This is an optimization exercise on Yosys and OpenROAD, whose aim is small area, not a production implementation. Function was checked by simulation only, so behaviour that the tests miss may differ from the original. No driver is modelled on the clock port, so clocking that relies on it looks cheaper here than on a real chip. Power is estimated from default activity; no workload was simulated.

==> inputs of 04-10 <==
// id_stage
module id_stage
(
	input  logic                  clk_i,
	input  logic                  rst_n_i,
	input  logic [id_pkg::INST_W-1:0]     inst_i,
	input  logic                  ex_fwd_we_i,      
	input  logic [id_pkg::REG_ADDR_W-1:0] ex_fwd_addr_i,
	input  logic [id_pkg::DATA_W-1:0]     ex_fwd_data_i,
	input  logic                  mem_fwd_we_i,     
	input  logic [id_pkg::REG_ADDR_W-1:0] mem_fwd_addr_i,
	input  logic [id_pkg::DATA_W-1:0]     mem_fwd_data_i,
	input  logic                  wb_we_i,          
	input  logic [id_pkg::REG_ADDR_W-1:0] wb_addr_i,
	input  logic [id_pkg::DATA_W-1:0]     wb_data_i,
	output logic [7:0]            aluop_o,
	output logic [2:0]            alusel_o,
	output logic [id_pkg::DATA_W-1:0]     reg1_o,
	output logic [id_pkg::DATA_W-1:0]     reg2_o,
	output logic [id_pkg::REG_ADDR_W-1:0] wd_o,
	output logic                  wreg_o
);
==> flow/config.mk <==
export PLATFORM = sky130hd
export DESIGN_NAME = id_stage
export DESIGN_NICKNAME = id_stage
export VERILOG_FILES = /design/flow/design.v
export SDC_FILE = /design/flow/constraint.sdc
export NUM_CORES = 4
export LEC_CHECK = 0
export CAP_MARGIN = 20
export CORE_MARGIN = 2
export CORE_UTILIZATION = 70
export CTS_BUF_LIST = sky130_fd_sc_hd__clkbuf_4
export GPL_TIMING_DRIVEN = 0
export PLACE_DENSITY = 0.8
export SLEW_MARGIN = 20
export SYNTH_HIERARCHICAL = 1
==> flow/constraint.sdc <==
create_clock -name core_clock -period 5.0 [get_ports {clk_i}]
set_input_delay 1.0000 -clock core_clock [delete_from_list [all_inputs] [get_ports {clk_i}]]
set_output_delay 1.0000 -clock core_clock [all_outputs]
set_load 0.01 [all_outputs]
run.sh (not shown) runs the stock make flow with config.mk's settings and CLKGATE_MAP_FILE= SYNTH_SCRIPT=/design/flow/synth_recipe.tcl, a recipe that flattens the netlist after the stock synthesis.
==> 04-13 (differences from 04-10) <==
Settings changed: CORE_UTILIZATION 70 to 40, CTS_BUF_LIST sky130_fd_sc_hd__clkbuf_4 to default, GPL_TIMING_DRIVEN 0 to default, PLACE_DENSITY 0.8 to 0.6.
==> notes.md <==
item                                                                                           04-10           04-13
Overall die width                                                                           251.4 um        331.3 um
Post-placement worst setup slack                                                           -1.023 ns      -0.2180 ns
Placed instance count                                                                           3725            4324
Chip Height                                                                                 251.4 um        331.3 um
Initial core utilization                                                                      0.7085          0.4019
Placer's final routability congestion estimate                                                0.9344          0.9490
TritonCTS buffer count                                                                           275             108
Count of instances resized after the clock tree is built                                           1               0
Run status                                                                 aborted with a tool error  finished clean
Stage where the flow stopped                                                          global routing               -
Root buffer selected by CTS                                                                 clkbuf_4       clkbuf_16
XOR/XNOR share of the synthesized area                                                      0.006133        0.006133
Placed standard-cell area                                                                 50610 um^2      50220 um^2
Number of buffers between clock root and the deepest sink                                          4               3
Port-buffer cells                                                                                216             227
Total half-perimeter wirelength after legalization and detailed placement                   132.8 mm        120.6 mm
Cell row count                                                                                    90             120
# H-tree levels                                                                                    5               3

==> inputs of v21 <==
id_stage, a different RTL version from the one above (not shown whole).
Settings: LEC_CHECK=0, CAP_MARGIN=20, CORE_MARGIN=2, CORE_UTILIZATION=40, GPL_TIMING_DRIVEN=0, PLACE_DENSITY=0.6, SETUP_SLACK_MARGIN=0.4, SLEW_MARGIN=20, SYNTH_HIERARCHICAL=1; clock period 5.0 ns.
standard.sh (not shown) runs the stock make flow with config.mk's settings and CLKGATE_MAP_FILE= SYNTH_SCRIPT=/design/flow/synth_recipe.tcl, a recipe that flattens the netlist after the stock synthesis.
==> flow/flow/run.sh <==
#!/bin/bash
# Standard ORFS layout with: synthesis buffers removed, small port buffers,
# one buffer per high-fanout net before repair_design, and a clock tree
# without dummy loads whose clustering is picked from a few trials on the
# placed design (least added area with estimated flip-flop clock slew under 100 ps).
# Each tool's output goes to a log here and under orfs/logs.
set -euo pipefail
cd "$(dirname "$0")/.."
W=$(pwd)
RES=$W/orfs/results/sky130hd/id_stage/base
bash standard.sh synth > synth.log 2>&1
PLACE_VARS=(
	"BUFFER_PORTS_ARGS=-buffer_cell sky130_fd_sc_hd__buf_2"
	"PRE_GLOBAL_PLACE_TCL=$W/flow/rmbuf.tcl"
	"PRE_RESIZE_TCL=$W/flow/hfbuf.tcl"
)
bash standard.sh "${PLACE_VARS[@]}" place > place.log 2>&1

BASE="-sink_clustering_enable -repair_clock_nets -dont_use_dummy_load"
CANDS=(
	"-buf_list sky130_fd_sc_hd__clkbuf_16 -sink_clustering_size 25 -sink_clustering_max_diameter 70"
	"-buf_list sky130_fd_sc_hd__clkbuf_16 -sink_clustering_size 30 -sink_clustering_max_diameter 80"
	"-buf_list sky130_fd_sc_hd__clkbuf_8 -sink_clustering_size 16 -sink_clustering_max_diameter 50"
	"-buf_list sky130_fd_sc_hd__clkbuf_8 -sink_clustering_size 20 -sink_clustering_max_diameter 60"
	"-buf_list sky130_fd_sc_hd__clkbuf_4 -sink_clustering_size 10 -sink_clustering_max_diameter 40"
	"-buf_list sky130_fd_sc_hd__clkbuf_4 -sink_clustering_size 12 -sink_clustering_max_diameter 45"
	"-buf_list sky130_fd_sc_hd__clkbuf_4 -sink_clustering_size 8 -sink_clustering_max_diameter 35"
)
BEST="$BASE ${CANDS[0]}"
BEST_AREA=1000000
i=0
for c in "${CANDS[@]}"; do
	r=$(CTS_TRY_RESULTS=$RES CTS_TRY_ARGS="$BASE $c" openroad -no_init -exit $W/flow/cts_try.tcl > cts_try_$i.log 2>&1; grep '^CTS_TRY' cts_try_$i.log || true)
	echo "trial $i: $c -> $r" >> cts_try.log
	if [[ -n "$r" ]]; then
		a=$(echo "$r" | awk '{print $2}'); s=$(echo "$r" | awk '{print $3}')
		if awk -v a="$a" -v s="$s" -v b="$BEST_AREA" 'BEGIN { exit !(s < 0.100 && a < b) }'; then
			BEST="$BASE $c"; BEST_AREA=$a
		fi
	fi
	i=$((i+1))
done
echo "chosen: $BEST" >> cts_try.log

bash standard.sh "${PLACE_VARS[@]}" "CTS_ARGS=$BEST" finish > layout.log 2>&1
==> flow/flow/hfbuf.tcl <==
# Runs before ORFS's repair_design (PRE_RESIZE_TCL): drive each high-fanout
# signal net through one small buffer, so that repair_design has little left
# to fix and does not build its own deep trees of large buffers.
set n_ins 0
foreach net [get_nets *] {
  set pins [get_pins -of_objects $net]
  if {[llength $pins] < 12} { continue }
  set drv [get_pins -of_objects $net -filter "direction==output"]
  if {[llength $drv] != 1} { continue }
  set dcell [get_cells -of_objects $drv]
  set ref [get_property $dcell ref_name]
  if {[string match *buf* $ref] || [string match *clk* [get_full_name $net]]} { continue }
  insert_buffer -buffer_cell sky130_fd_sc_hd__buf_4 -net [get_full_name $net]
  incr n_ins
}
puts "hfbuf: inserted $n_ins buffers"
estimate_parasitics -placement
Other scripts of this flow, unchanged in this note and not shown: flow/flow/cts_try.tcl, flow/flow/rmbuf.tcl
==> inputs of v23, as changes to v21 <==
--- a/flow/flow/run.sh
+++ b/flow/flow/run.sh
@@ -2,7 +2,7 @@
 # Standard ORFS layout with: synthesis buffers removed, small port buffers,
 # one buffer per high-fanout net before repair_design, and a clock tree
 # without dummy loads whose clustering is picked from a few trials on the
-# placed design (least added area with estimated flip-flop clock slew under 100 ps).
+# placed design (least added area with estimated flip-flop clock slew under 90 ps).
 # Each tool's output goes to a log here and under orfs/logs.
 set -euo pipefail
 cd "$(dirname "$0")/.."
@@ -34,7 +34,7 @@
 	echo "trial $i: $c -> $r" >> cts_try.log
 	if [[ -n "$r" ]]; then
 		a=$(echo "$r" | awk '{print $2}'); s=$(echo "$r" | awk '{print $3}')
-		if awk -v a="$a" -v s="$s" -v b="$BEST_AREA" 'BEGIN { exit !(s < 0.100 && a < b) }'; then
+		if awk -v a="$a" -v s="$s" -v b="$BEST_AREA" 'BEGIN { exit !(s < 0.090 && a < b) }'; then
 			BEST="$BASE $c"; BEST_AREA=$a
 		fi
 	fi
--- a/flow/flow/hfbuf.tcl
+++ b/flow/flow/hfbuf.tcl
@@ -10,7 +10,7 @@
   set dcell [get_cells -of_objects $drv]
   set ref [get_property $dcell ref_name]
   if {[string match *buf* $ref] || [string match *clk* [get_full_name $net]]} { continue }
-  insert_buffer -buffer_cell sky130_fd_sc_hd__buf_4 -net [get_full_name $net]
+  insert_buffer -buffer_cell sky130_fd_sc_hd__buf_6 -net [get_full_name $net]
   incr n_ins
 }
 puts "hfbuf: inserted $n_ins buffers"
Settings changed: CAP_MARGIN 20 to 30, SLEW_MARGIN 20 to 30.
==> summary of the runs <==
In v23 the clock skew is lower than in v21, by 0.027 ns.
Critical path depth is the same in v21 and v23.
Between v21 and v23, the lower combinational power is in v21 (gap 2.8%, measured against v23).
Of v23 and v21, v21 has the higher via count (gap about 1.8%, measured against v21).
Against v23, the sequential share of layout area of v21 is higher by 0.84 points.
Of v21 and v23, v23 has the higher maximum frequency (gap 2.1%, measured against v23).
In area after synthesis, v23 and v21 do not differ.
v21 finished clean. v23 completed without violations.
In v23 the power is higher than in v21, by 2.0%.

==> port drivers added, routing unchanged <==
No port has a modelled driver above. Below, the same layouts with a new extraction and two added sets of constraints. Step 1, drivers: a clkbuf_16 drives clk_i and a buf_2 each remaining input, both assumed. Step 2 also shifts input and output timing later by t, the mid clock arrival at the registers, as if the neighbouring blocks saw the same clock. a / b / c = ideal / step 1 / step 2; a / b = the first two.
| run | shift t [ns] | setup WS [ns] | hold WS [ns] | worst register clock-pin slew, ns |
|---|---|---|---|---|
| 04-13 | 0.770 | 0.357 / 0.287 / -0.306 | 0.499 / 0.499 / 0.499 | 0.07 / 0.07 |
| v21 | 1.115 | 0.546 / 0.484 / -0.108 | 0.290 / 0.254 / 0.518 | 0.10 / 0.10 |
| v23 | 0.729 | 0.642 / 0.573 / -0.014 | 0.523 / 0.523 / 0.523 | 0.10 / 0.10 |
With both steps, setup timing fails in every run listed, where it was met with ideal ports. The setup slack of 04-13, which loses most, moves by -0.070 ns with the drivers and by -0.663 ns with both steps.
